This is an optimization exercise on Yosys and OpenROAD, whose aim is small area, a short achievable clock period and few clock cycles per item, not a production implementation. In this exercise RTL edits were held to simulation tests only and were not proved equivalent to the original.

==> flow/design.v (outline; a module is shown in full before it is edited, if it fits) <==
// module gbtw_booth1: 14 lines
// module gbtw_booth2: 14 lines
// module gbtw_mul1: 1554 lines
// module gbtw_mul2: 1708 lines
// module gaussian_bilinear_tap_weights: 730 lines
module gaussian_bilinear_tap_weights #(
	parameter int TAP_PAIRS = 8
) (
	input  logic        clk,
	input  logic        arst_n,
	input  logic        start,
	output logic        busy,
	input  logic [15:0] sigma,
	output logic        strobe,
	output logic [2:0]  tap,
	output logic [15:0] weight,
	output logic [15:0] offset,
	output logic        bad_sigma,
	output logic        last
);
  // ...
==> flow/run.sh <==
#!/bin/bash
# synth_recipe.tcl (not shown) runs the flow's synth.tcl, then flattens the netlist and writes it again
# the make line also repeats each setting of config.mk as NAME=value (left out here)
make -C /OpenROAD-flow-scripts/flow DESIGN_CONFIG=/design/flow/config.mk WORK_HOME=/design/flow/orfs CLKGATE_MAP_FILE= SYNTH_SCRIPT=/design/flow/synth_recipe.tcl finish
==> flow/config.mk <==
export PLATFORM = sky130hd
export DESIGN_NAME = gaussian_bilinear_tap_weights
export DESIGN_NICKNAME = gaussian_bilinear_tap_weights
export VERILOG_FILES = /design/flow/design.v
export SDC_FILE = /design/flow/constraint.sdc
export NUM_CORES = 4
export LEC_CHECK = 0
export CAP_MARGIN = 20
export CORE_MARGIN = 2
export CORE_UTILIZATION = 40
export SLEW_MARGIN = 20
==> flow/constraint.sdc <==
create_clock -name core_clock -period 12.0 [get_ports {clk}]
set_input_delay 2.4000 -clock core_clock [delete_from_list [all_inputs] [get_ports {clk}]]
set_output_delay 2.4000 -clock core_clock [all_outputs]
set_load 0.01 [all_outputs]
==> summary.txt, run 1 <==
Final layout
  • Fraction of area in multi-input gates: 61.3%
  • Comb_multi_in: between 20000 and 25000
  • Buffering overhead: 1.87%
  • Layout cells sized above 1: approximately 8.7%
  • Antenna diodes: 16
  • Post-route cell area: about 360000 µm²
  • Fillers: approximately 80000

Clocking
  • H-tree depth: 5
  • # clock sinks: 3554

Critical path
  • Top delay family on crit path: buffers and inverters
  • Worst reg2reg setup slack: 4280 ps
  • Reg-to-reg endpoint: o_rem[0][0]
  • WP buf/inv: 6
  • Critical-path top delay cell: nor4_1
  • Worst-case reg-to-reg path depth: 21
  • Setup CP Type: flop to flop

GRT
  • Largest net degree at the start of global routing: 129
  • Top Usage Layer GRT: met2
  • GRT Util Overall: 27.8%

Detailed routing
  • DRT iter0 DRCs: 32700
  • Wirelength per Cell: between 20 and 30 µm

Run status
  • Status: no timing/DRC/antenna violations

Job
  • Max-cap violation count: 0

Timing
  • Relative slew margins: a little over an eighth
  • Setup_tns: 0 ps
  • Min Hold Slack: 418 ps

Synthesis
  • Synth top area share: about 17%
  • #FFs+latches synth: 3554
Testbench counts, summed over its fixed seeds: cycles 38,211, items 512.
==> module gaussian_bilinear_tap_weights, before the edit <==
module gaussian_bilinear_tap_weights #(
	parameter int TAP_PAIRS = 8
) (
	input  logic        clk,
	input  logic        arst_n,
	input  logic        start,
	output logic        busy,
	input  logic [15:0] sigma,
	output logic        strobe,
	output logic [2:0]  tap,
	output logic [15:0] weight,
	output logic [15:0] offset,
	output logic        bad_sigma,
	output logic        last
);
	logic        pend_q;
	logic [15:0] sig_q;
	logic        au_take;
	always_ff @(posedge clk or negedge arst_n) begin
		if (!arst_n) begin
			pend_q <= 1'b0;
		end else if (start && !pend_q) begin
			pend_q <= 1'b1;
		end else if (au_take) begin
			pend_q <= 1'b0;
		end
	end
	always_ff @(posedge clk) begin
		if (start && !pend_q) begin
			sig_q <= sigma;
		end
	end
	assign busy = pend_q;
	logic [1:0]  nif;          
	logic [1:0]  ntag;         
	logic [1:0]  wq;           
	logic [1:0]  wt;           
	logic [3:0]  ibad;         
	logic        w_start;
	logic        dv_busy, dv_done;
	logic [5:0]  dv_cnt;
	logic [23:0] sq_lo, sq_hi;
	logic [31:0] dv_s;
	logic [31:0] dv_f;
	logic [36:0] dv_c;
	logic        dv_bad, dv_big;
	logic [32:0] div_t2, div_d;
	logic        div_ge;
	assign au_take = pend_q && !dv_busy;
	assign div_t2  = {dv_f, 1'b0};
	assign div_d   = div_t2 - {1'b0, dv_s};
	assign div_ge  = !(div_t2 < {1'b0, dv_s});
	localparam logic [1:0] AU_IDLE = 2'd0;
	localparam logic [1:0] AU_PREP = 2'd2;
	localparam logic [1:0] AU_RUN  = 2'd3;
	logic [1:0]  au_st;
	logic [1:0]  au_tag;
	logic        au_bad;       
	logic        au_big;       
	logic [31:0] s_q;          
	logic [36:0] a_q;          
	logic [31:0] b_q;          
	logic [36:0] c_q;          
	logic [31:0] f_q;          
	logic [36:0] dq_q;         
	logic [31:0] dr_q;         
	logic        a_zero;       
	logic [3:0]  au_q;
	logic        au_rdy;
	logic        au_go;
	logic        e_load;
	logic [32:0] sb_sum, sf_sum;
	logic        sb_ge, sf_ge;
	logic [36:0] a_nxt, c_nxt;
	logic [31:0] b_nxt, f_nxt;
	logic [32:0] f2;
	logic        f2_ge;
	logic [36:0] a_p0, a_p1, c_p0, c_p1;
	assign au_go  = (au_st == AU_IDLE) && dv_done && (nif != 2'd3);
	assign au_rdy = (au_st == AU_RUN);
	logic [33:0] sb_d, sf_d;
	logic        z0, z1;
	assign sb_sum = {1'b0, b_q} + {1'b0, f_q};
	assign sb_d   = {2'b0, b_q} + {2'b0, f_q} - {2'b0, s_q};
	assign sb_ge  = !sb_d[33];
	assign b_nxt  = sb_ge ? sb_d[31:0] : sb_sum[31:0];
	assign a_p0   = a_q + c_q;
	assign a_p1   = a_q + c_q + 37'd1;
	assign a_nxt  = sb_ge ? a_p1 : a_p0;
	assign z0     = (a_p0[36:30] >= 7'd21);
	assign z1     = (a_p1[36:30] >= 7'd21);
	assign sf_sum = {1'b0, f_q} + {1'b0, dr_q};
	assign sf_d   = {2'b0, f_q} + {2'b0, dr_q} - {2'b0, s_q};
	assign sf_ge  = !sf_d[33];
	assign f_nxt  = sf_ge ? sf_d[31:0] : sf_sum[31:0];
	assign c_p0   = c_q + dq_q;
	assign c_p1   = c_q + dq_q + 37'd1;
	assign c_nxt  = sf_ge ? c_p1 : c_p0;
	assign f2    = {f_q, 1'b0};
	assign f2_ge = f2 >= {1'b0, s_q};
	always_ff @(posedge clk or negedge arst_n) begin
		if (!arst_n) begin
			dv_busy <= 1'b0;
			dv_done <= 1'b0;
			dv_cnt  <= '0;
		end else begin
			if (au_take) begin
				dv_busy <= 1'b1;
				dv_cnt  <= 6'd37;
			end else if (dv_busy && !dv_done) begin
				dv_cnt <= dv_cnt - 1'b1;
				if (dv_cnt == 6'd1) begin
					dv_done <= 1'b1;
				end
			end else if (au_go) begin
				dv_busy <= 1'b0;
				dv_done <= 1'b0;
			end
		end
	end
	always_ff @(posedge clk) begin
		if (au_take) begin
			sq_lo  <= 24'(sig_q[7:0]) * 24'(sig_q);
			sq_hi  <= 24'(sig_q[15:8]) * 24'(sig_q);
			dv_bad <= (sig_q == '0);
			dv_f   <= 32'd1024;
			dv_c   <= '0;
		end else if (dv_busy && !dv_done) begin
			if (dv_cnt == 6'd37) begin
				dv_s <= 32'(sq_lo) + {sq_hi, 8'd0};
			end else if (dv_cnt == 6'd36) begin
				dv_big <= (dv_s <= 32'd1024);
			end else begin
				dv_f <= div_ge ? div_d[31:0] : div_t2[31:0];
				dv_c <= {dv_c[35:0], div_ge};
			end
		end
	end
	always_ff @(posedge clk or negedge arst_n) begin
		if (!arst_n) begin
			au_st  <= AU_IDLE;
			au_q   <= '0;
			au_tag <= '0;
		end else begin
			case (au_st)
				AU_IDLE: begin
					if (au_go) begin
						au_st  <= AU_PREP;
						au_tag <= ntag;
					end
				end
				AU_PREP: begin
					au_st <= AU_RUN;
					au_q  <= '0;
				end
				default: begin
					if (e_load) begin
						au_q <= au_q + 1'b1;
						if (au_q == 4'd15) begin
							au_st <= AU_IDLE;
						end
					end
				end
			endcase
		end
	end
	always_ff @(posedge clk) begin
		case (au_st)
			AU_IDLE: begin
				if (au_go) begin
					s_q    <= dv_s;
					f_q    <= dv_f;
					c_q    <= dv_c;
					au_bad <= dv_bad;
					au_big <= dv_big;
				end
			end
			AU_PREP: begin
				a_q    <= '0;
				b_q    <= '0;
				a_zero <= au_bad;
				dq_q   <= {c_q[35:0], f2_ge};
				dr_q   <= f2_ge ? 32'(f2 - {1'b0, s_q}) : f2[31:0];
			end
			default: begin
				if (e_load) begin
					a_q    <= a_nxt;
					b_q    <= b_nxt;
					c_q    <= c_nxt;
					f_q    <= f_nxt;
					a_zero <= a_zero || au_big || (sb_ge ? z1 : z0);
				end
			end
		endcase
	end
	localparam int NE = 3;
	logic [1:0]  sd;           
	logic [NE-1:0] cand, okf, fdone, second, sdfree, anyfree;
	logic [3:0]    di [NE];
	logic [3:0]    qd [NE];
	logic [30:0]   fv [NE];
	logic [1:0]    lowfree [NE];
	logic [1:0]    le;         
	logic [1:0]    ls;         
	logic          lfree;
	logic          inj;
	logic        f1_v;
	logic [3:0]  f1_q;
	logic [3:0]  f1_k;
	logic [30:0] f1_w;
	localparam int NO = 3;     
	logic [1:0]  f1_u;
	logic [15:0] half;
	logic        w_bank;
	logic [NO-1:0] o_busy;
	logic [1:0]  ofree;        
	logic [3:0]  o_cnt [NO];
	logic [32:0] o_rem [NO];
	logic [12:0] o_low [NO];
	logic [31:0] o_sum [NO];
	logic [3:0]  o_idx [NO];
	logic [33:0] o_t2 [NO];
	logic [NO-1:0] o_ge;
	always_comb begin
		ofree = '0;
		for (int u = NO - 1; u >= 0; u--) begin
			if (!o_busy[u]) begin
				ofree = 2'(u);
			end
		end
	end
	logic        w_busy;
	logic [2:0]  w_idx;
	logic [1:0]  fsel;         
	logic        f_any;
	always_ff @(posedge clk or negedge arst_n) begin
		if (!arst_n) begin
			sd <= 2'd1;
		end else begin
			sd <= sd + 1'b1;
		end
	end
	for (genvar e = 0; e < NE; e++) begin : g_eng
		logic [3:0]  act, ser, fst, hold, skp;
		logic [1:0]  tg [4];
		logic [1:0]  tgo;
		logic [3:0]  k_q [4];
		logic [4:0]  n_q [4];
		logic [29:0] x_q [4];
		logic [3:0]  qi [4];
		logic [29:0] x1_q, c1_q;
		logic [15:0] bo1_q, bt1_q, bn1_q;
		logic [29:0] ha0_q, ha1_q;
		logic [4:0]  hag_q, hap_q;
		logic [30:0] r1_q;
		logic [17:0] mo2_q, mt2_q, mn2_q;
		logic [29:0] hb0_q, hb1_q;
		logic [5:0]  hbg_q, hbp_q;
		logic [29:0] ha0, ha1, hb0, hb1, p1, t2;
		logic [4:0]  hag, hap;
		logic [5:0]  hbg, hbp;
		logic        hac, hbc;
		logic [29:0] bv, xv, cv;
		logic        tv;
		logic [15:0] bo1, bt1, bn1;
		logic [34:0] m2v;
		logic [17:0] mo2, mt2, mn2;
		logic [3:0]  kb, kd;
		logic [4:0]  nb, nd;
		logic        fin, mrg;
		logic [30:0] r1n;
		logic [29:0] raw;
		logic        ok_w;
		logic        ld, ij;
		logic [30:0] fw;
		logic [1:0]  esb, esd;     
		always_ff @(posedge clk or negedge arst_n) begin
			if (!arst_n) begin
				esb <= 2'd3;
				esd <= 2'd1;
			end else begin
				esb <= esb + 1'b1;
				esd <= esd + 1'b1;
			end
		end
		assign kb = k_q[esb];
		assign nb = n_q[esb];
		assign kd = k_q[esd];
		assign nd = n_q[esd];
		assign ld = e_load && (le == e);
		assign ij = inj && (le == e);
		gbtw_mul1 u_mul1 (
			.a   (x1_q),
			.one (bo1_q),
			.two (bt1_q),
			.neg (bn1_q),
			.c   (c1_q),
			.h0  (ha0),
			.h1  (ha1),
			.gg  (hag),
			.gp  (hap)
		);
		assign hac = gbtw_pkg::gcarry({1'b0, hag_q}, {1'b1, hap_q});
		assign p1  = ha0_q + ha1_q + 30'(hac);
		assign mrg = ser[esb] && !hold[esb] && (kb == 4'd2);
		assign r1n = mrg ? (31'h4000_0000 - 31'(p1 >> 1)) : 31'(p1);
		always_comb begin
			if (hold[esb]) begin
				m2v = 35'h4_0000_0000;
			end else if (ser[esb]) begin
				m2v = (kb == 4'd2) ? {1'b0, x_q[esb], 4'd0} : 35'(gbtw_pkg::recip(kb));
			end else begin
				m2v = (nb == 5'd1) ? 35'h4_0000_0000 : 35'(gbtw_pkg::E1X16);
			end
		end
		gbtw_booth2 u_booth2 (
			.b   (m2v),
			.one (mo2),
			.two (mt2),
			.neg (mn2)
		);
		gbtw_mul2 u_mul2 (
			.a   (r1_q),
			.one (mo2_q),
			.two (mt2_q),
			.neg (mn2_q),
			.h0  (hb0),
			.h1  (hb1),
			.gg  (hbg),
			.gp  (hbp)
		);
		assign hbc = gbtw_pkg::gcarry(hbg_q, hbp_q);
		assign t2  = hb0_q + hb1_q + 30'(hbc);
		assign fin = ser[esd] ? (kd == 4'd2 && nd == 5'd0) : (nd <= 5'd2);
		assign di[e]     = {tg[esd][0], qi[esd][3:1]};
		assign qd[e]     = qi[esd];
		assign cand[e]   = act[esd] && (fst[esd] ? skp[esd] : (hold[esd] || fin));
		assign second[e] = half[di[e]] || (f1_v && f1_k == di[e]);
		assign tgo       = tg[esd] - 2'd2;
		assign ok_w      = (w_busy && wt == tgo) ? (w_idx > qi[esd][3:1]) : (wq != tgo);
		assign okf[e]    = ok_w && (!second[e] || !(&o_busy));
		assign raw       = skp[esd] ? 30'd0 : t2;
		assign fw        = ser[esd] ? (31'h4000_0000 - 31'(raw)) : 31'(raw);
		assign fv[e]     = (qi[esd] == 4'd0) ? (fw >> 1) : fw;
		assign sdfree[e]  = !act[esd];
		assign anyfree[e] = !(&act);
		assign lowfree[e] = !act[0] ? 2'd0 : !act[1] ? 2'd1 : !act[2] ? 2'd2 : 2'd3;
		always_comb begin
			if (cand[e]) begin
				bv = raw;
				xv = 30'h3FFF_FFFF;
				tv = 1'b0;
				cv = raw;
			end else if (ij) begin
				bv = a_q[29:0] >> 4;
				xv = a_q[29:0];
				tv = 1'b1;
				cv = a_q[29:0];
			end else if (fst[esd]) begin
				bv = x_q[esd] >> 4;
				xv = x_q[esd];
				tv = 1'b1;
				cv = x_q[esd];
			end else begin
				bv = t2;
				xv = (ser[esd] && kd != 4'd2) ? x_q[esd] : gbtw_pkg::E1;
				tv = ser[esd];
				cv = ser[esd] ? xv : 30'd0;
			end
		end
		gbtw_booth1 u_booth1 (
			.b   (tv ? ~bv : bv),
			.one (bo1),
			.two (bt1),
			.neg (bn1)
		);
		always_ff @(posedge clk) begin
			ha0_q <= ha0;
			ha1_q <= ha1;
			hag_q <= hag;
			hap_q <= hap;
			r1_q  <= r1n;
			mo2_q <= mo2;
			mt2_q <= mt2;
			mn2_q <= mn2;
			hb0_q <= hb0;
			hb1_q <= hb1;
			hbg_q <= hbg;
			hbp_q <= hbp;
			x1_q  <= xv;
			c1_q  <= cv;
			bo1_q <= bo1;
			bt1_q <= bt1;
			bn1_q <= bn1;
		end
		always_ff @(posedge clk or negedge arst_n) begin
			if (!arst_n) begin
				act  <= '0;
				fst  <= '0;
				hold <= '0;
			end else begin
				if (act[esd]) begin
					if (fdone[e]) begin
						act[esd]  <= 1'b0;
						hold[esd] <= 1'b0;
					end else if (cand[e]) begin
						hold[esd] <= 1'b1;
					end
					fst[esd] <= 1'b0;
				end
				if (ld) begin
					act[ls]  <= 1'b1;
					fst[ls]  <= !ij;
					hold[ls] <= 1'b0;
				end
			end
		end
		always_ff @(posedge clk) begin
			if (act[esd] && !fst[esd] && !cand[e]) begin
				if (ser[esd]) begin
					k_q[esd] <= kd - 1'b1;
					if (kd == 4'd2) begin
						ser[esd] <= 1'b0;
					end
				end else begin
					n_q[esd] <= (nd == 5'd1) ? 5'd0 : (nd - 5'd2);
				end
			end
			if (ld) begin
				x_q[ls] <= a_q[29:0];
				n_q[ls] <= a_q[34:30];
				k_q[ls] <= 4'd15;
				qi[ls]  <= au_q;
				tg[ls]  <= au_tag;
				skp[ls] <= a_zero || (au_q == 4'd0);
				ser[ls] <= !a_zero;
			end
		end
	end
	always_comb begin
		fdone = '0;
		fsel  = '0;
		for (int e = NE - 1; e >= 0; e--) begin
			if (cand[e] && okf[e]) begin
				fdone = '0;
				fdone[e] = 1'b1;
				fsel  = 2'(e);
			end
		end
	end
	assign f_any = |fdone;
	always_comb begin
		lfree = |anyfree;
		le    = '0;
		ls    = sd;
		for (int e = NE - 1; e >= 0; e--) begin
			if (anyfree[e]) begin
				le = 2'(e);
				ls = lowfree[e];
			end
		end
		for (int e = NE - 1; e >= 0; e--) begin
			if (sdfree[e]) begin
				le = 2'(e);
				ls = sd;
			end
		end
	end
	assign e_load = au_rdy && lfree;
	assign inj    = e_load && (ls == sd) && !a_zero && (au_q != 4'd0);
	logic [31:0] sum_mem [2*TAP_PAIRS];
	logic [12:0] off_mem [2*TAP_PAIRS];
	logic [34:0] acc_q [2];
	logic [2:0]  pcnt [2];
	logic [1:0]  done;
	logic [31:0] tot_q;
	logic        w_bad;
	logic [31:0] f1_wd;
	logic        f2_v;
	logic [3:0]  f2_k;
	logic [31:0] f2_sum, f2_w1;
	logic [31:0] f2_p, f2_w;     
	logic        f2_odd;
	logic [1:0]  f2_u;
	logic        f2_zero;
	logic        fb;
	assign f1_wd = 32'(f1_w);
	always_ff @(posedge clk or negedge arst_n) begin
		if (!arst_n) begin
			f1_v   <= 1'b0;
			f2_v   <= 1'b0;
			half   <= '0;
			o_busy <= '0;
		end else begin
			f1_v <= f_any;
			f2_v <= f1_v && half[f1_k];
			if (f1_v) begin
				half[f1_k] <= !half[f1_k];
			end
			if (f_any && second[fsel]) begin
				o_busy[ofree] <= 1'b1;
			end
			for (int u = 0; u < NO; u++) begin
				if ((f2_v && f2_zero && f2_u == u) || (o_cnt[u] == 4'd1)) begin
					o_busy[u] <= 1'b0;
				end
			end
		end
	end
	always_ff @(posedge clk) begin
		if (f_any) begin
			f1_q <= qd[fsel];
			f1_k <= di[fsel];
			f1_w <= fv[fsel];
			f1_u <= ofree;
		end
		if (f1_v) begin
			if (!half[f1_k]) begin
				sum_mem[f1_k] <= f1_wd;
			end
			f2_k   <= f1_k;
			f2_p   <= sum_mem[f1_k];
			f2_w   <= f1_wd;
			f2_odd <= f1_q[0];
			f2_u   <= f1_u;
		end
	end
	assign f2_sum  = f2_p + f2_w;
	assign f2_w1   = f2_odd ? f2_w : f2_p;
	assign f2_zero = (f2_sum == '0);
	assign fb      = f2_k[3];
	assign w_start = !w_busy && done[wq[0]];
	always_ff @(posedge clk or negedge arst_n) begin
		if (!arst_n) begin
			pcnt[0]  <= '0;
			pcnt[1]  <= '0;
			acc_q[0] <= '0;
			acc_q[1] <= '0;
			done     <= '0;
			nif      <= '0;
			ntag     <= '0;
			wq       <= '0;
		end else begin
			if (w_start) begin
				done[wq[0]]  <= 1'b0;
				acc_q[wq[0]] <= '0;
				wq           <= wq + 1'b1;
			end
			if (f2_v) begin
				pcnt[fb]  <= pcnt[fb] + 1'b1;
				acc_q[fb] <= acc_q[fb] + 35'(f2_sum);
				if (pcnt[fb] == 3'd7) begin
					done[fb] <= 1'b1;
				end
			end
			if (au_go) begin
				ntag <= ntag + 1'b1;
			end
			nif <= nif + 2'(au_go) - 2'(w_start);
		end
	end
	always_ff @(posedge clk) begin
		if (au_go) begin
			ibad[ntag] <= dv_bad;
		end
		if (f2_v) begin
			sum_mem[f2_k] <= f2_sum;
			if (f2_zero) begin
				off_mem[f2_k] <= '0;
			end
		end
		if (w_start) begin
			tot_q  <= acc_q[wq[0]][34:3];
			w_bad  <= ibad[wq];
			w_bank <= wq[0];
			wt     <= wq;
		end
	end
	for (genvar g = 0; g < NO; g++) begin : g_odiv
		assign o_t2[g] = {o_rem[g], o_low[g][12]};
		assign o_ge[g] = o_t2[g] >= {1'b0, o_sum[g], 1'b0};
		always_ff @(posedge clk or negedge arst_n) begin
			if (!arst_n) begin
				o_cnt[g] <= '0;
			end else if (f2_v && !f2_zero && f2_u == g) begin
				o_cnt[g] <= 4'd13;
			end else if (o_cnt[g] != '0) begin
				o_cnt[g] <= o_cnt[g] - 1'b1;
			end
		end
		always_ff @(posedge clk) begin
			if (f2_v && !f2_zero && f2_u == g) begin
				o_rem[g] <= 33'(f2_w1) + 33'(f2_sum >> 13);
				o_low[g] <= f2_sum[12:0];
				o_sum[g] <= f2_sum;
				o_idx[g] <= f2_k;
			end else if (o_cnt[g] != '0) begin
				o_rem[g] <= o_ge[g] ? 33'(o_t2[g] - {1'b0, o_sum[g], 1'b0}) : o_t2[g][32:0];
				o_low[g] <= {o_low[g][11:0], o_ge[g]};
			end
			if (o_cnt[g] == 4'd1) begin
				off_mem[o_idx[g]] <= {o_low[g][11:0], o_ge[g]};
			end
		end
	end
	localparam int NW = 4;
	logic [NW-1:0] wu_v;       
	logic [4:0]  wu_cnt [NW];
	logic [31:0] wu_rem [NW];
	logic [15:0] wu_low [NW];
	logic [32:0] wu_t [NW];
	logic [32:0] wu_d [NW];
	logic [NW-1:0] wu_g;
	logic [NW-1:0] wld;
	logic [1:0]  eu;           
	logic [44:0] w_dvd;
	logic        emit;
	logic        off_wait;
	logic        strobe_q, bad_q, last_q;
	logic [2:0]  tap_q;
	logic [15:0] weight_q, offset_q;
	logic [3:0]  li;
	logic [31:0] w_pre;
	logic        w_pok;
	always_comb begin
		wld = '0;
		if (w_busy && !w_bad && w_pok && !li[3] && !wu_v[li[1:0]]) begin
			wld[li[1:0]] = 1'b1;
		end
	end
	always_ff @(posedge clk or negedge arst_n) begin
		if (!arst_n) begin
			li    <= '0;
			w_pok <= 1'b0;
		end else begin
			if (w_start) begin
				li    <= '0;
				w_pok <= 1'b0;
			end else if (|wld) begin
				li    <= li + 1'b1;
				w_pok <= 1'b0;
			end else begin
				w_pok <= 1'b1;
			end
		end
	end
	always_ff @(posedge clk) begin
		w_pre <= sum_mem[{w_bank, li[2:0]}];
	end
	assign w_dvd = {w_pre, 13'd0} + 45'(tot_q);
	always_comb begin
		off_wait = 1'b0;
		for (int u = 0; u < NO; u++) begin
			if (o_cnt[u] != '0 && o_idx[u] == {w_bank, w_idx}) begin
				off_wait = 1'b1;
			end
		end
	end
	assign emit = w_busy && (w_bad || (wu_v[eu] && wu_cnt[eu] == '0 && !off_wait));
	for (genvar u = 0; u < NW; u++) begin : g_wdiv
		assign wu_t[u] = {wu_rem[u], wu_low[u][15]};
		assign wu_d[u] = wu_t[u] - {tot_q, 1'b0};
		assign wu_g[u] = !(wu_t[u] < {tot_q, 1'b0});
		always_ff @(posedge clk or negedge arst_n) begin
			if (!arst_n) begin
				wu_v[u]   <= 1'b0;
				wu_cnt[u] <= '0;
			end else begin
				if (w_start) begin
					wu_v[u] <= 1'b0;
				end else if (wld[u]) begin
					wu_v[u]   <= 1'b1;
					wu_cnt[u] <= 5'd16;
				end else begin
					if (wu_cnt[u] != '0) begin
						wu_cnt[u] <= wu_cnt[u] - 1'b1;
					end
					if (emit && !w_bad && eu == u) begin
						wu_v[u] <= 1'b0;
					end
				end
			end
		end
		always_ff @(posedge clk) begin
			if (wld[u]) begin
				wu_rem[u] <= w_dvd[44:16];
				wu_low[u] <= w_dvd[15:0];
			end else if (wu_cnt[u] != '0) begin
				wu_rem[u] <= wu_g[u] ? wu_d[u][31:0] : wu_t[u][31:0];
				wu_low[u] <= {wu_low[u][14:0], wu_g[u]};
			end
		end
	end
	always_ff @(posedge clk or negedge arst_n) begin
		if (!arst_n) begin
			w_busy   <= 1'b0;
			w_idx    <= '0;
			eu       <= '0;
			strobe_q <= 1'b0;
		end else begin
			strobe_q <= emit;
			if (w_start) begin
				w_busy <= 1'b1;
				w_idx  <= '0;
				eu     <= '0;
			end else if (emit) begin
				w_idx <= w_idx + 1'b1;
				eu    <= eu + 1'b1;
				if (w_idx == 3'd7) begin
					w_busy <= 1'b0;
				end
			end
		end
	end
	always_ff @(posedge clk) begin
		if (emit) begin
			tap_q    <= w_idx;
			last_q   <= (w_idx == 3'd7);
			bad_q    <= w_bad;
			weight_q <= w_bad ? 16'd0 : wu_low[eu];
			offset_q <= w_bad ? 16'd0 : {w_idx, off_mem[{w_bank, w_idx}]};
		end
	end
	assign strobe    = strobe_q;
	assign tap       = tap_q;
	assign weight    = weight_q;
	assign offset    = offset_q;
	assign bad_sigma = bad_q;
	assign last      = last_q;
endmodule
==> run 2, diff against run 1 <==
--- a/flow/design.v
+++ b/flow/design.v
@@ -3359,7 +3359,7 @@
 	logic        w_start;
 	logic        dv_busy, dv_done;
 	logic [5:0]  dv_cnt;
-	logic [23:0] sq_lo, sq_hi;
+	logic [19:0] sq [4];       
 	logic [31:0] dv_s;
 	logic [31:0] dv_f;
 	logic [36:0] dv_c;
@@ -3440,14 +3440,15 @@
 	end
 	always_ff @(posedge clk) begin
 		if (au_take) begin
-			sq_lo  <= 24'(sig_q[7:0]) * 24'(sig_q);
-			sq_hi  <= 24'(sig_q[15:8]) * 24'(sig_q);
+			for (int i = 0; i < 4; i++) begin
+				sq[i] <= 20'(sig_q[4*i +: 4]) * 20'(sig_q);
+			end
 			dv_bad <= (sig_q == '0);
 			dv_f   <= 32'd1024;
 			dv_c   <= '0;
 		end else if (dv_busy && !dv_done) begin
 			if (dv_cnt == 6'd37) begin
-				dv_s <= 32'(sq_lo) + {sq_hi, 8'd0};
+				dv_s <= 32'(sq[0]) + (32'(sq[1]) << 4) + (32'(sq[2]) << 8) + (32'(sq[3]) << 12);
 			end else if (dv_cnt == 6'd36) begin
 				dv_big <= (dv_s <= 32'd1024);
 			end else begin
@@ -3518,7 +3519,8 @@
 	logic [NE-1:0] cand, okf, fdone, second, sdfree, anyfree;
 	logic [3:0]    di [NE];
 	logic [3:0]    qd [NE];
-	logic [30:0]   fv [NE];
+	logic [29:0]   fr [NE];    
+	logic [NE-1:0] fs;         
 	logic [1:0]    lowfree [NE];
 	logic [1:0]    le;         
 	logic [1:0]    ls;         
@@ -3527,9 +3529,9 @@
 	logic        f1_v;
 	logic [3:0]  f1_q;
 	logic [3:0]  f1_k;
-	logic [30:0] f1_w;
+	logic [29:0] f1_r;
+	logic        f1_s;
 	localparam int NO = 3;     
-	logic [1:0]  f1_u;
 	logic [15:0] half;
 	logic        w_bank;
 	logic [NO-1:0] o_busy;
@@ -3541,6 +3543,8 @@
 	logic [3:0]  o_idx [NO];
 	logic [33:0] o_t2 [NO];
 	logic [NO-1:0] o_ge;
+	logic        f1_sec;
+	logic        o_avail;
 	always_comb begin
 		ofree = '0;
 		for (int u = NO - 1; u >= 0; u--) begin
@@ -3549,6 +3553,15 @@
 			end
 		end
 	end
+	assign f1_sec  = f1_v && half[f1_k];
+	always_comb begin
+		logic [1:0] nfree;
+		nfree = '0;
+		for (int u = 0; u < NO; u++) begin
+			nfree = nfree + 2'(!o_busy[u]);
+		end
+		o_avail = f1_sec ? (nfree >= 2'd2) : (nfree != 2'd0);
+	end
 	logic        w_busy;
 	logic [2:0]  w_idx;
 	logic [1:0]  fsel;         
@@ -3590,9 +3603,8 @@
 		logic        fin, mrg;
 		logic [30:0] r1n;
 		logic [29:0] raw;
-		logic        ok_w;
+		logic        ok_w, okw_n;
 		logic        ld, ij;
-		logic [30:0] fw;
 		logic [1:0]  esb, esd;     
 		always_ff @(posedge clk or negedge arst_n) begin
 			if (!arst_n) begin
@@ -3656,12 +3668,19 @@
 		assign qd[e]     = qi[esd];
 		assign cand[e]   = act[esd] && (fst[esd] ? skp[esd] : (hold[esd] || fin));
 		assign second[e] = half[di[e]] || (f1_v && f1_k == di[e]);
-		assign tgo       = tg[esd] - 2'd2;
-		assign ok_w      = (w_busy && wt == tgo) ? (w_idx > qi[esd][3:1]) : (wq != tgo);
-		assign okf[e]    = ok_w && (!second[e] || !(&o_busy));
+		assign tgo       = tg[esd + 2'd1] - 2'd2;
+		assign okw_n     = (w_busy && wt == tgo) ? (w_idx > qi[esd + 2'd1][3:1]) : (wq != tgo);
+		always_ff @(posedge clk or negedge arst_n) begin
+			if (!arst_n) begin
+				ok_w <= 1'b0;
+			end else begin
+				ok_w <= okw_n && !(ld && ls == esd + 2'd1);
+			end
+		end
+		assign okf[e]    = ok_w && (!second[e] || o_avail);
 		assign raw       = skp[esd] ? 30'd0 : t2;
-		assign fw        = ser[esd] ? (31'h4000_0000 - 31'(raw)) : 31'(raw);
-		assign fv[e]     = (qi[esd] == 4'd0) ? (fw >> 1) : fw;
+		assign fr[e]     = raw;
+		assign fs[e]     = ser[esd];
 		assign sdfree[e]  = !act[esd];
 		assign anyfree[e] = !(&act);
 		assign lowfree[e] = !act[0] ? 2'd0 : !act[1] ? 2'd1 : !act[2] ? 2'd2 : 2'd3;
@@ -3804,7 +3823,10 @@
 	logic [1:0]  f2_u;
 	logic        f2_zero;
 	logic        fb;
-	assign f1_wd = 32'(f1_w);
+	logic [30:0] f1_fw;
+	logic [13:0] f2_lo;
+	assign f1_fw = f1_s ? (31'h4000_0000 - 31'(f1_r)) : 31'(f1_r);
+	assign f1_wd = (f1_q == 4'd0) ? 32'(f1_fw >> 1) : 32'(f1_fw);
 	always_ff @(posedge clk or negedge arst_n) begin
 		if (!arst_n) begin
 			f1_v   <= 1'b0;
@@ -3817,7 +3839,7 @@
 			if (f1_v) begin
 				half[f1_k] <= !half[f1_k];
 			end
-			if (f_any && second[fsel]) begin
+			if (f1_sec) begin
 				o_busy[ofree] <= 1'b1;
 			end
 			for (int u = 0; u < NO; u++) begin
@@ -3831,8 +3853,8 @@
 		if (f_any) begin
 			f1_q <= qd[fsel];
 			f1_k <= di[fsel];
-			f1_w <= fv[fsel];
-			f1_u <= ofree;
+			f1_r <= fr[fsel];
+			f1_s <= fs[fsel];
 		end
 		if (f1_v) begin
 			if (!half[f1_k]) begin
@@ -3842,12 +3864,13 @@
 			f2_p   <= sum_mem[f1_k];
 			f2_w   <= f1_wd;
 			f2_odd <= f1_q[0];
-			f2_u   <= f1_u;
+			f2_u   <= ofree;
+			f2_zero <= (sum_mem[f1_k] == '0) && (f1_wd == '0);
 		end
 	end
 	assign f2_sum  = f2_p + f2_w;
 	assign f2_w1   = f2_odd ? f2_w : f2_p;
-	assign f2_zero = (f2_sum == '0);
+	assign f2_lo   = {1'b0, f2_p[12:0]} + {1'b0, f2_w[12:0]};
 	assign fb      = f2_k[3];
 	assign w_start = !w_busy && done[wq[0]];
 	always_ff @(posedge clk or negedge arst_n) begin
@@ -3868,7 +3891,7 @@
 			end
 			if (f2_v) begin
 				pcnt[fb]  <= pcnt[fb] + 1'b1;
-				acc_q[fb] <= acc_q[fb] + 35'(f2_sum);
+				acc_q[fb] <= acc_q[fb] + 35'(f2_p) + 35'(f2_w);
 				if (pcnt[fb] == 3'd7) begin
 					done[fb] <= 1'b1;
 				end
@@ -3910,8 +3933,8 @@
 		end
 		always_ff @(posedge clk) begin
 			if (f2_v && !f2_zero && f2_u == g) begin
-				o_rem[g] <= 33'(f2_w1) + 33'(f2_sum >> 13);
-				o_low[g] <= f2_sum[12:0];
+				o_rem[g] <= 33'(f2_w1) + 33'(f2_p >> 13) + 33'(f2_w >> 13) + 33'(f2_lo[13]);
+				o_low[g] <= f2_lo[12:0];
 				o_sum[g] <= f2_sum;
 				o_idx[g] <= f2_k;
 			end else if (o_cnt[g] != '0) begin
==> summary.txt, run 2 <==
Detailed routing
  • TritonRoute pass-1 iters: 9 (was 10)
  • Wirelength per Cell: 26.8 µm (was 27.4 µm)
  • DRC Markers: 0 (unchanged)
  • Vias per Instance: 6.15 (about the same)
  • DR vias: 269000 (was 272000)
  • Post-DRT Antenna Nets: 0 (unchanged)
  • DRT iter0 DRCs: 33700 (was 32700)
  • Post-Route WL: 1170000 µm (was 1220000 µm)

Clocking
  • # hold bufs at CTS: 0 (unchanged)
  • CTS Buffer Depth: 4 (unchanged)
  • CTS tree: yes (unchanged)
  • Root buffer cell: clkbuf_16 (unchanged)
  • CTS clk-pin slew, worst paths: 60 ps (about the same)
  • # clock sinks: 3592 (was 3554)
  • Post-CTS Setup Repair Bufs: 0 (unchanged)
  • Num CTS Buffers: 423 (was 419)
  • Worst-Skew Late Latency: 1130 ps (was 1150 ps)
  • H-tree depth: 5 (unchanged)
  • CTS resizes: 0 (unchanged)

Synthesis
  • Async SR Flop Fraction: 6.21% (was 6.19%)
  • Synth top cells by count: inv_1, fa_1, a22oi_1 (was inv_1, a22oi_1, fa_1)
  • Synthesized instance count: 33600 (was 34200)
  • Synth Net Count: 38200 (was 38800)
  • Netlist Area Pre-Place: 333000 µm² (was 335000 µm²)
  • Yosys warnings: 19 (was 18)
  • Top FF cell, synth: edfxtp_1 (unchanged)
  • #FFs+latches synth: 3592 (was 3554)
  • Count leader, synth: inv_1 (unchanged)
  • Sequential fraction of the synthesis area: 27.9% (was 27.4%)
  • Syn avg cell area: 9.91 µm² (was 9.79 µm²)
  • Yosys top cell by area: edfxtp_1 (was fa_1)
  • Synth top area share: 17.8% (was 17.5%)
  • Post-synth EDFFs: 1978 (was 1947)
  • Distinct cell type count after synthesis: 102 (was 121)
  • Synth area leaders: edfxtp_1, fa_1, dfxtp_1, a22oi_1, ha_1 (was fa_1, edfxtp_1, dfxtp_1, a22oi_1, ha_1)

Final layout
  • Top reg by flops: sum_mem (unchanged)
  • Fin cells: 43700 (was 44300)
  • Fin util: 43.2% (about the same)
  • NumNets Final: 36800 (was 37300)
  • Most common cell after layout, fill and taps aside: inv_1 (unchanged)
  • Synthesis-to-finish area growth: 7.96% (was 7.69%)
  • Largest register FFs: 512 (unchanged)
  • Largest regs: sum_mem (512), g_eng.x_q (360), off_mem (208) (unchanged)
  • Post-route cell area: 359000 µm² (was 361000 µm²)
  • Fillers: 78600 (was 79600)
  • Commonest non-fill, non-tap cells in the layout: inv_1, fa_1, a22oi_1 (was inv_1, a22oi_1, fa_1)
  • Layout cells sized above 1: 8.56% (was 8.67%)

Placement
  • Post-Place Cells: 42900 (was 43500)
  • Gpl congestion: 0.918 (was 0.934)
  • Setup WS pre-CTS: 5430 ps (was 4550 ps)
  • IO buf count: 57 (unchanged)
  • DP Area: 344000 µm² (was 347000 µm²)
  • Hpwl dp: 770000 µm (was 799000 µm)

Die
  • Initial core utilization: 40.1% (about the same)
  • Die Ht: 916 µm (was 920 µm)
  • Io pins: 58 (unchanged)
  • Core area: 831000 µm² (was 836000 µm²)
  • Die width: 916 µm (was 920 µm)
  • Rows: 335 (was 336)
  • Die ar.: 839000 µm² (was 846000 µm²)

Run status
  • Status: no timing/DRC/antenna violations (unchanged)

GRT
  • Remaining Overflow, GRT: 0 (unchanged)
  • Global-route wire length before repair: 1750000 µm (was 1810000 µm)
  • Initial antenna violation count: 65 (was 37)
  • Vias in the first global route: 271000 (was 275000)
  • GRT Util Overall: 27.1% (was 27.8%)
  • Largest net degree at the start of global routing: 112 (was 129)

Critical path
  • Endpoint class of the critical path: flop (unchanged)
  • Reg-to-reg endpoint: o_rem[0][26] (was o_rem[0][0])
  • Setup CP Type: flop to flop (unchanged)
  • R2r startpoint: f2_w[1] (was f2_p[0])
  • Crit path required time: 12790 ps (was 12860 ps)
  • Worst Setup EP: o_rem[0][26] (was o_rem[0][0])
  • Worst-case reg-to-reg path depth: 27 (was 21)
  • Worst setup path startpoint: f2_w[1] (was f2_p[0])
  • WP data arrival: 7470 ps (was 8580 ps)
  • Startpoint types: flop (unchanged)
  • Worst reg2reg setup slack: 5320 ps (was 4280 ps)
  • CP Max Fanout: 7 (was 38)

Timing
  • Max frequency: 0.150 GHz (was 0.130 GHz)
  • Hold Fails Final Rpt: 0 (unchanged)
  • Final period utilization: 55.7% (was 64.3%)
  • Min Hold Slack: 431 ps (was 418 ps)
  • Endpoints failing setup: 0 (unchanged)
  • Worst Setup Slack, final: 5320 ps (was 4280 ps)
  • Setup_tns: 0 ps (unchanged)
  • Skew final: 105 ps (was 139 ps)
  • Slew Viols, Final: 0 (unchanged)
  • Relative slew margins: 16.9% (was 13.6%)
  • RSZ-0062 raised after global routing: false (unchanged)
  • Min Tclk post-route: 6680 ps (was 7720 ps)
  • Worst-margin pin slew: 1240 ps (was 1280 ps)

Job
  • Max-cap violation count: 0 (unchanged)

Worst hold path
  • Worst Hold Class: flop to flop (unchanged)
## run 2: final cells by class
type / count / area (µm²) / area share, %
multi-input combinational: 24000 / 218000 / 60.8
inverter: 3303 / 12400 / 3.46
timing repair buffer: 869 / 6750 / 1.88
clock inverter: 232 / 2970 / 0.827
clock buffer: 560 / 11800 / 3.27
tap: 11100 / 13900 / 3.87
antenna: 27 / 67.6 / 0.0188
sequential: 3592 / 93000 / 25.9
## run 2: worst min-delay path by stage
stage | start | end | slack (ps) | cells after the start
floorplan | dv_big | au_big | 400 | 0
global placement | sq[0][0] | dv_s[0] | 410 | 0
detailed placement | sq[0][2] | dv_s[2] | 420 | 0
CTS | dv_big | au_big | 430 | 0
global route | sq[0][2] | dv_s[2] | 440 | 0
finish | dv_big | au_big | 430 | 0
## run 2: worst max-delay path, stage by stage (launching register included)
cell	delay, ps
edfxtp_1	460
ha_1	310
a21o_1	180
a21oi_1	320
nor2b_1	130
o21a_1	220
o21ai_0	500
o21bai_1	200
nand2_1	160
fa_1	430
inv_1	80
ha_1	160
inv_1	70
fa_1	470
nor2b_1	140
o21ai_0	110
a21oi_1	180
o21ai_0	90
nand2b_1	110
a21oi_1	100
o21ai_0	310
a21oi_1	200
a2111oi_1	470
buf_4	250
nand3_1	100
xnor2_1	170
mux2i_1	320
a21oi_1	120
## run 2: logic make-up (layout without fill, tap and decap cells)
logic type	Yosys count	after routing	share of synthesized area [%]
compound gates	8168	8168	16.5
xor+xnor	4031	4031	10.6
fa+ha+maj	4572	4572	23.8
buf+inv	5959	4964	6.73
flops	3592	3592	27.9
mux	1176	1176	6.10
other cells	0	27	0
simple gates	6075	6075	8.37
## run 2: routing by layer
| layer | part of all wire [%] | GRT usage, % | vias up |
|---|---|---|---|
| li1 | - | - | 114000 |
| met1 | 39 | 35.8 | 134000 |
| met2 | 44 | 41.6 | 16600 |
| met3 | 12 | 6.77 | 3715 |
| met4 | 5.7 | 13.0 | 40 |
| met5 | 0.039 | 0.192 | - |
Testbench counts of run 2, summed over its fixed seeds: cycles 38,242, items 512.
==> run 3, diff against run 2 <==
--- a/flow/design.v
+++ b/flow/design.v
@@ -3600,7 +3600,7 @@
 		logic [17:0] mo2, mt2, mn2;
 		logic [3:0]  kb, kd;
 		logic [4:0]  nb, nd;
-		logic        fin, mrg;
+		logic        mrg;
 		logic [30:0] r1n;
 		logic [29:0] raw;
 		logic        ok_w, okw_n;
@@ -3663,10 +3663,28 @@
 		);
 		assign hbc = gbtw_pkg::gcarry(hbg_q, hbp_q);
 		assign t2  = hb0_q + hb1_q + 30'(hbc);
-		assign fin = ser[esd] ? (kd == 4'd2 && nd == 5'd0) : (nd <= 5'd2);
-		assign di[e]     = {tg[esd][0], qi[esd][3:1]};
-		assign qd[e]     = qi[esd];
-		assign cand[e]   = act[esd] && (fst[esd] ? skp[esd] : (hold[esd] || fin));
+		logic [1:0]  nsd;
+		logic        fin_n, cand_n, cand_r;
+		logic [3:0]  di_r, qd_r;
+		logic        lnsd;
+		assign nsd    = esd + 2'd1;
+		assign fin_n  = ser[nsd] ? (k_q[nsd] == 4'd2 && n_q[nsd] == 5'd0) : (n_q[nsd] <= 5'd2);
+		assign cand_n = act[nsd] && (fst[nsd] ? skp[nsd] : (hold[nsd] || fin_n));
+		assign lnsd   = ld && (ls == nsd);
+		always_ff @(posedge clk or negedge arst_n) begin
+			if (!arst_n) begin
+				cand_r <= 1'b0;
+			end else begin
+				cand_r <= lnsd ? (a_zero || au_q == 4'd0) : cand_n;
+			end
+		end
+		always_ff @(posedge clk) begin
+			di_r <= lnsd ? {au_tag[0], au_q[3:1]} : {tg[nsd][0], qi[nsd][3:1]};
+			qd_r <= lnsd ? au_q : qi[nsd];
+		end
+		assign di[e]     = di_r;
+		assign qd[e]     = qd_r;
+		assign cand[e]   = cand_r;
 		assign second[e] = half[di[e]] || (f1_v && f1_k == di[e]);
 		assign tgo       = tg[esd + 2'd1] - 2'd2;
 		assign okw_n     = (w_busy && wt == tgo) ? (w_idx > qi[esd + 2'd1][3:1]) : (wq != tgo);
@@ -3926,17 +3944,19 @@
 			if (!arst_n) begin
 				o_cnt[g] <= '0;
 			end else if (f2_v && !f2_zero && f2_u == g) begin
-				o_cnt[g] <= 4'd13;
+				o_cnt[g] <= 4'd14;
 			end else if (o_cnt[g] != '0) begin
 				o_cnt[g] <= o_cnt[g] - 1'b1;
 			end
 		end
 		always_ff @(posedge clk) begin
 			if (f2_v && !f2_zero && f2_u == g) begin
-				o_rem[g] <= 33'(f2_w1) + 33'(f2_p >> 13) + 33'(f2_w >> 13) + 33'(f2_lo[13]);
+				o_rem[g] <= 33'(f2_w1);
 				o_low[g] <= f2_lo[12:0];
 				o_sum[g] <= f2_sum;
 				o_idx[g] <= f2_k;
+			end else if (o_cnt[g] == 4'd14) begin
+				o_rem[g] <= o_rem[g] + 33'(o_sum[g] >> 13);
 			end else if (o_cnt[g] != '0) begin
 				o_rem[g] <= o_ge[g] ? 33'(o_t2[g] - {1'b0, o_sum[g], 1'b0}) : o_t2[g][32:0];
 				o_low[g] <= {o_low[g][11:0], o_ge[g]};
==> summary.txt, run 3 <==
Run status
  • Status: no timing/DRC/antenna violations (unchanged)

GRT
  • Initial antenna violation count: 82 (was 65)
  • Global-route wire length before repair: 1780000 µm (was 1750000 µm)
  • GRT Util Overall: 27.5% (was 27.1%)
  • Grt met2 use: 42.4% (was 41.6%)
  • Grt met3 use: 6.43% (was 6.77%)
  • GRT met1 Usage: 36.8% (was 35.8%)
  • Top Usage Layer GRT: met2 (unchanged)
  • Remaining Overflow, GRT: 0 (unchanged)
  • Largest net degree at the start of global routing: 129 (was 112)
  • Vias in the first global route: 273000 (was 271000)

Timing
  • Relative slew margins: 18.8% (was 16.9%)
  • Max frequency: 0.153 GHz (was 0.150 GHz)
  • Final period utilization: 54.5% (was 55.7%)
  • Min Tclk post-route: 6540 ps (was 6680 ps)
  • Slew Viols, Final: 0 (unchanged)
  • RSZ-0062 raised after global routing: false (unchanged)
  • Setup_tns: 0 ps (unchanged)
  • Skew final: 126 ps (was 105 ps)
  • Worst-margin pin slew: 1220 ps (was 1240 ps)
  • Hold Fails Final Rpt: 0 (unchanged)
  • Endpoints failing setup: 0 (unchanged)

Synthesis
  • Distinct cell type count after synthesis: 104 (was 102)
  • Post-synth EDFFs: 1975 (was 1978)
  • Synth area leaders: edfxtp_1, fa_1, dfxtp_1, a22oi_1, ha_1 (unchanged)
  • Synth top cells by count: inv_1, a22oi_1, fa_1 (was inv_1, fa_1, a22oi_1)
  • Top FF cell, synth: edfxtp_1 (unchanged)
  • Syn avg cell area: 9.88 µm² (was 9.91 µm²)
  • #FFs+latches synth: 3610 (was 3592)
  • Synthesized instance count: 33900 (was 33600)
  • Async SR Flop Fraction: 6.26% (was 6.21%)
  • Synth Net Count: 38600 (was 38200)
  • Yosys top cell by area: edfxtp_1 (unchanged)
  • Sequential fraction of the synthesis area: 27.8% (was 27.9%)
  • Netlist Area Pre-Place: 335000 µm² (was 333000 µm²)
  • Synth top area share: 17.7% (was 17.8%)
  • Count leader, synth: inv_1 (unchanged)
  • Yosys warnings: 19 (unchanged)

Critical path
  • Cell mode on critical path: o21ai_0 (was a21oi_1)
  • CP Max Fanout: 39 (was 7)
  • Crit path required time: 12880 ps (was 12790 ps)
  • Endpoint class of the critical path: flop (unchanged)
  • Slowest stage delay, CP: 920 ps (was 500 ps)
  • Worst-case reg-to-reg path depth: 20 (was 27)
  • Startpoint types: flop (unchanged)
  • Setup CP Type: flop to flop (unchanged)
  • Critical-path top delay cell: o41ai_1 (was o21ai_0)
  • Crit-path cells: buf_4 > buf_4 > mux2_2 > fa_1 > ha_1 > inv_1 > fa_1 > nor2b_1 > o21ai_0 > a21boi_0 > o21ai_0 > a21oi_1 > a31oi_1 > o41ai_1 > o211ai_1 > a41oi_1 > a41oi_1 > o21bai_1 > xnor2_1 > o21ai_0
  • WP data arrival: 7410 ps (was 7470 ps)

Clocking
  • H-tree depth: 5 (unchanged)
  • # hold bufs at CTS: 0 (unchanged)
  • Post-CTS Setup Repair Bufs: 0 (unchanged)
  • Worst-Skew Late Latency: 1110 ps (was 1130 ps)
  • CTS clk-pin slew, worst paths: 60 ps (about the same)
  • CTS Buffer Depth: 4 (unchanged)
  • CTS resizes: 0 (unchanged)
  • CTS tree: yes (unchanged)
  • Num CTS Buffers: 425 (was 423)
  • Root buffer cell: clkbuf_16 (unchanged)
  • # clock sinks: 3610 (was 3592)

Placement
  • Gpl congestion: 0.930 (was 0.918)
  • IO buf count: 57 (unchanged)
  • Hpwl dp: 795000 µm (was 770000 µm)

Final layout
  • Most common cell after layout, fill and taps aside: inv_1 (unchanged)
  • Largest regs: sum_mem (512), g_eng.x_q (360), off_mem (208) (unchanged)
  • Largest register FFs: 512 (unchanged)
  • Top reg by flops: sum_mem (unchanged)
  • Fin util: 43.3% (was 43.2%)
  • Commonest non-fill, non-tap cells in the layout: inv_1, a22oi_1, fa_1 (was inv_1, fa_1, a22oi_1)
  • Fillers: 79100 (was 78600)
  • Layout cells sized above 1: 8.58% (was 8.56%)
  • Register area: 93400 µm² (was 93000 µm²)
  • NumNets Final: 37200 (was 36800)
  • Synthesis-to-finish area growth: 7.95% (was 7.96%)
  • Area of the multi-input gates: 220000 µm² (was 218000 µm²)

Die
  • Rows: 336 (was 335)
  • Io pins: 58 (unchanged)
  • Core area: 836000 µm² (was 831000 µm²)
  • Initial core utilization: 40.1% (about the same)
  • Die Ht: 920 µm (was 916 µm)
  • Die width: 920 µm (was 916 µm)
  • Die ar.: 846000 µm² (was 839000 µm²)

Detailed routing
  • DR vias: 272000 (was 269000)
  • TritonRoute pass-1 iters: 7 (was 9)
  • DRC Markers: 0 (unchanged)
  • Wirelength per Cell: 27.3 µm (was 26.8 µm)
  • Vias per Instance: 6.16 (was 6.15)
  • Post-Route WL: 1210000 µm (was 1170000 µm)
  • Post-DRT Antenna Nets: 0 (unchanged)
  • DRT iter0 DRCs: 33400 (was 33700)

Job
  • Max-cap violation count: 0 (unchanged)

Worst hold path
  • Worst Hold Class: flop to flop (unchanged)
  • Hold Crit Depth: 0 (unchanged)
## run 3: final cells by class
class / count / share of cell area [%]
multi-input combinational: 24300 / 60.9
sequential: 3610 / 25.8
tap: 11200 / 3.86
inverter: 3323 / 3.45
clock buffer: 581 / 3.34
timing repair buffer: 901 / 1.93
clock inverter: 217 / 0.705
antenna: 30 / 0.0207
## run 3: cell families after synthesis
family | after synthesis | synth area share (%)
muxes | 1172 | 6.00
adders and majority gates | 4595 | 23.7
and+or+nand+nor | 6094 | 8.38
AOI/OAI and AO/OA | 8432 | 16.8
DFF | 3610 | 27.8
xor gates and xnor gates | 4048 | 10.6
buffers and inverters | 5997 | 6.72
## run 3: worst paths after layout
check                      startpoint           end  slack, ps
max in group asynchronous      arst_n         li[1]       8470
hold / removal               sq[0][2]       dv_s[2]        420
setup reg to reg              f2_k[3]  acc_q[1][33]       5460
setup / recovery              f2_k[3]  acc_q[1][33]       5460
hold reg to reg              sq[0][2]       dv_s[2]        420
min in group asynchronous      arst_n     o_busy[0]       1210
## run 3: critical path: cells and delay by family (launching register included)
kind / cells / cell delay [ps]
AO/OA/AOI/OAI: 11 / 3100
XOR/XNOR: 1 / 160
adder cells (fa/ha/maj): 3 / 1130
buffers and inverters: 3 / 920
flip-flops: 1 / 430
multiplexers: 1 / 420
AND/OR/NAND/NOR: 1 / 140
## run 3: through the flow
stage | instance area (µm²) | instances | hold slack (ps) | worst slack (ps)
final | 362000 | 44200 | 422 | 5460
after CTS | 362000 | 44100 | 425 | 5530
after detailed placement | 347000 | 43300 | 411 | 5560
after floorplan | 335000 | 33900 | 400 | 6770
after global placement | 347000 | 43300 | 410 | 5630
after global routing | 362000 | 44100 | 440 | 5220
## run 3: layer usage
metal	part of all wire, %	wire (µm)
met5	0.029	352
met2	44	529000
met4	5.5	66200
met1	39	474000
met3	11	136000
Testbench counts of run 3, summed over its fixed seeds: cycles 38,283, items 512.
==> run 4, diff against run 3 <==
--- a/flow/design.v
+++ b/flow/design.v
@@ -3829,6 +3829,8 @@
 	logic [12:0] off_mem [2*TAP_PAIRS];
 	logic [34:0] acc_q [2];
 	logic [2:0]  pcnt [2];
+	logic        f3_v, f3_b;   
+	logic [31:0] f3_sum;
 	logic [1:0]  done;
 	logic [31:0] tot_q;
 	logic        w_bad;
@@ -3893,6 +3895,7 @@
 	assign w_start = !w_busy && done[wq[0]];
 	always_ff @(posedge clk or negedge arst_n) begin
 		if (!arst_n) begin
+			f3_v     <= 1'b0;
 			pcnt[0]  <= '0;
 			pcnt[1]  <= '0;
 			acc_q[0] <= '0;
@@ -3907,11 +3910,12 @@
 				acc_q[wq[0]] <= '0;
 				wq           <= wq + 1'b1;
 			end
-			if (f2_v) begin
-				pcnt[fb]  <= pcnt[fb] + 1'b1;
-				acc_q[fb] <= acc_q[fb] + 35'(f2_p) + 35'(f2_w);
-				if (pcnt[fb] == 3'd7) begin
-					done[fb] <= 1'b1;
+			f3_v <= f2_v;
+			if (f3_v) begin
+				pcnt[f3_b]  <= pcnt[f3_b] + 1'b1;
+				acc_q[f3_b] <= acc_q[f3_b] + 35'(f3_sum);
+				if (pcnt[f3_b] == 3'd7) begin
+					done[f3_b] <= 1'b1;
 				end
 			end
 			if (au_go) begin
@@ -3924,6 +3928,8 @@
 		if (au_go) begin
 			ibad[ntag] <= dv_bad;
 		end
+		f3_b   <= fb;
+		f3_sum <= f2_sum;
 		if (f2_v) begin
 			sum_mem[f2_k] <= f2_sum;
 			if (f2_zero) begin
==> summary.txt, run 4 <==
Timing
  • RSZ-0062 raised after global routing: false (unchanged)
  • Relative slew margins: 11.4% (was 18.8%)
  • Worst-margin pin slew: 1310 ps (was 1220 ps)
  • Final period utilization: 51.9% (was 54.5%)
  • Min Hold Slack: 416 ps (was 422 ps)
  • Endpoints failing setup: 0 (unchanged)
  • Max frequency: 0.160 GHz (was 0.153 GHz)
  • Setup_tns: 0 ps (unchanged)
  • Skew final: 151 ps (was 126 ps)
  • Min Tclk post-route: 6230 ps (was 6540 ps)
  • Slew Viols, Final: 0 (unchanged)
  • Hold Fails Final Rpt: 0 (unchanged)

Synthesis
  • Synth Area in Compound Gates: 16.7% (was 16.8%)
  • Synth Net Count: 38600 (about the same)
  • Synth top area share: 17.7% (about the same)
  • Post-synth EDFFs: 1975 (unchanged)
  • Synth top cells by count: inv_1, a22oi_1, fa_1 (unchanged)
  • Distinct cell type count after synthesis: 115 (was 104)
  • Syn avg cell area: 9.85 µm² (was 9.88 µm²)
  • Main combinational cell family by area after synthesis: adder cells (unchanged)
  • Synth Area in XOR/XNOR: 10.6% (about the same)
  • Top FF cell, synth: edfxtp_1 (unchanged)
  • #FFs+latches synth: 3644 (was 3610)
  • Post-Synth Adder-Cell Area: 23.5% (was 23.7%)
  • Synthesized instance count: 34100 (was 33900)
  • Async SR Flop Fraction: 6.23% (was 6.26%)
  • Netlist Area Pre-Place: 336000 µm² (was 335000 µm²)
  • Sequential fraction of the synthesis area: 28.0% (was 27.8%)
  • Synth area leaders: edfxtp_1, fa_1, dfxtp_1, a22oi_1, ha_1 (unchanged)
  • Yosys warnings: 19 (unchanged)
  • Synth Area in Simple Gates: 8.65% (was 8.38%)
  • Count leader, synth: inv_1 (unchanged)
  • Yosys top cell by area: edfxtp_1 (unchanged)
  • Share of synthesized area spent on multiplexers: 5.89% (was 6.00%)

Placement
  • IO buf count: 57 (unchanged)
  • Hpwl dp: 835000 µm (was 795000 µm)
  • Gpl congestion: 0.953 (was 0.930)
  • Post-Place Cells: 43500 (was 43300)
  • DP Area: 347000 µm² (about the same)

Clocking
  • # hold bufs at CTS: 0 (unchanged)
  • # clock sinks: 3644 (was 3610)
  • Num CTS Buffers: 431 (was 425)
  • CTS tree: yes (unchanged)
  • Root buffer cell: clkbuf_16 (unchanged)
  • Worst-Skew Late Latency: 1160 ps (was 1110 ps)
  • H-tree depth: 5 (unchanged)
  • CTS Buffer Depth: 4 (unchanged)
  • CTS clk-pin slew, worst paths: 60 ps (about the same)
  • Post-CTS Setup Repair Bufs: 0 (unchanged)
  • CTS resizes: 0 (unchanged)

Die
  • Die ar.: 846000 µm² (about the same)
  • Die width: 920 µm (about the same)
  • Core area: 837000 µm² (was 836000 µm²)
  • Rows: 336 (unchanged)
  • Initial core utilization: 40.1% (about the same)
  • Io pins: 58 (unchanged)
  • Die Ht: 920 µm (about the same)

Final layout
  • Layout cells sized above 1: 8.62% (was 8.58%)
  • Largest register FFs: 512 (unchanged)
  • Post-route cell area: 363000 µm² (was 362000 µm²)
  • Commonest non-fill, non-tap cells in the layout: inv_1, a22oi_1, fa_1 (unchanged)
  • NumNets Final: 37400 (was 37200)
  • Fillers: 79400 (was 79100)
  • Synthesis-to-finish area growth: 8.05% (was 7.95%)
  • Most common cell after layout, fill and taps aside: inv_1 (unchanged)
  • Largest regs: sum_mem (512), g_eng.x_q (360), off_mem (208) (unchanged)
  • Fin cells: 44300 (was 44200)
  • Top reg by flops: sum_mem (unchanged)

Critical path
  • CP Max Fanout: 6 (was 39)
  • Startpoint types: flop (unchanged)
  • Endpoint class of the critical path: flop (unchanged)
  • WP data arrival: 7160 ps (was 7410 ps)
  • Crit path required time: 12920 ps (was 12880 ps)
  • Setup CP Type: flop to flop (unchanged)

Run status
  • Status: no timing/DRC/antenna violations (unchanged)

Detailed routing
  • Post-DRT Antenna Nets: 0 (unchanged)
  • DRT iter0 DRCs: 34000 (was 33400)
  • DR vias: 272000 (about the same)
  • DRC Markers: 0 (unchanged)
  • TritonRoute pass-1 iters: 9 (was 7)
  • Vias per Instance: 6.14 (was 6.16)
  • Wirelength per Cell: 27.8 µm (was 27.3 µm)
  • Post-Route WL: 1230000 µm (was 1210000 µm)

GRT
  • Remaining Overflow, GRT: 0 (unchanged)
  • Global-route wire length before repair: 1820000 µm (was 1780000 µm)
  • Largest net degree at the start of global routing: 98 (was 129)
  • GRT Util Overall: 28.2% (was 27.5%)
  • Vias in the first global route: 274000 (was 273000)
  • Initial antenna violation count: 75 (was 82)

Job
  • Max-cap violation count: 0 (unchanged)

Worst hold path
  • Worst Hold Class: flop to flop (unchanged)
==> run 4: per-stage QoR <==
stage          setup WS [ps]  util [%]
3_5_place_dp            6130      41.5
4_1_cts                 6070      43.3
5_1_grt                 5490      43.3
3_3_place_gp            5500      41.5
2_1_floorplan           6770         -
6_report                5770      43.3
==> run 4: worst max-delay path: stages, from the launching register on <==
cell	delay, ps
dfxtp_1	300
a21o_1	180
a21oi_1	170
nor2b_1	60
o21ai_0	280
nand2b_1	230
a21oi_1	460
fa_1	400
nor2b_1	80
o21a_1	190
a311oi_1	460
a211oi_1	210
o21ai_0	500
a211oi_1	220
nor3_1	320
o21bai_1	120
xnor2_1	570
a2bb2oi_1	120
o311ai_1	800
ha_1	380
==> run 4: final cells by class <==
type / count / area (µm²) / share of cell area [%]
clock inverters: 227 / 2770 / 0.763
multi-input cells: 24400 / 220000 / 60.6
diodes: 32 / 80.1 / 0.0221
clock buffers: 582 / 12200 / 3.38
inverters: 3308 / 12400 / 3.43
well taps: 11200 / 14000 / 3.85
repair buffers: 941 / 7240 / 2.00
flip-flops and latches: 3644 / 94000 / 25.9
==> run 4: worst paths after layout <==
| check | startpoint | to | slack, ps | cells after the start |
|---|---|---|---|---|
| max | g_eng[0].hbp_q[1] | g_eng[0].bo1_q[13] | 5770 | 19 |
| min | sq[0][0] | dv_s[0] | 420 | 0 |
| max reg2reg | g_eng[0].hbp_q[1] | g_eng[0].bo1_q[13] | 5770 | 19 |
| min reg2reg | sq[0][0] | dv_s[0] | 420 | 0 |
| max in group asynchronous | arst_n | g_eng[1].esd[1] | 8430 | 3 |
| min in group asynchronous | arst_n | dv_done | 1240 | 1 |
==> run 4: kinds of logic after synthesis <==
group	Yosys count
xor gates and xnor gates	4062
adders and majority gates	4563
buffers and inverters	5976
muxes	1135
AOI/OAI and AO/OA	8347
DFF	3644
and+or+nand+nor	6335
==> run 4: routing by layer <==
metal  track usage, %  wire (µm)  part of all wire [%]
met5                0        462                 0.037
met4             13.8      71400                   5.8
met3             7.81     150000                    12
met2             42.1     525000                    43
met1             37.8     486000                    39
Testbench counts of run 4, summed over its fixed seeds: cycles 38,318, items 512.

-- afterwards: timing with drivers on the ports --
The flow's constraints put no driver on any port. The routed layouts listed below were extracted and timed again, unchanged, in two steps.
Step 1: set_driving_cell puts a clkbuf_16 on clk and a buf_2 on each other input, an assumption about the parent block.
Step 2 moves the port delays by t, midway between the first and last clock arrival at a register: inputs arrive t later, outputs are due t later. That takes back most of the time a late clock gives input paths.
Three values: no drivers, after step 1, after step 2; two values: the first two.
run | t, ns | slack for setup (ns) | worst setup path at the end | latest minus earliest clock arrival (ns) | worst data-port slew with drivers (ns)
run 1 | 1.240 | 4.285 / 4.285 / 4.285 | register to register | 0.144 / 0.143 | 0.05
run 2 | 1.210 | 5.315 / 5.315 / 5.315 | register to register | 0.122 / 0.122 | 0.08
run 3 | 1.197 | 5.463 / 5.463 / 5.463 | register to register | 0.136 / 0.136 | 0.15
run 4 | 1.225 | 5.769 / 5.769 / 5.769 | register to register | 0.165 / 0.166 | 0.11
After both steps every run listed still meets setup and hold.
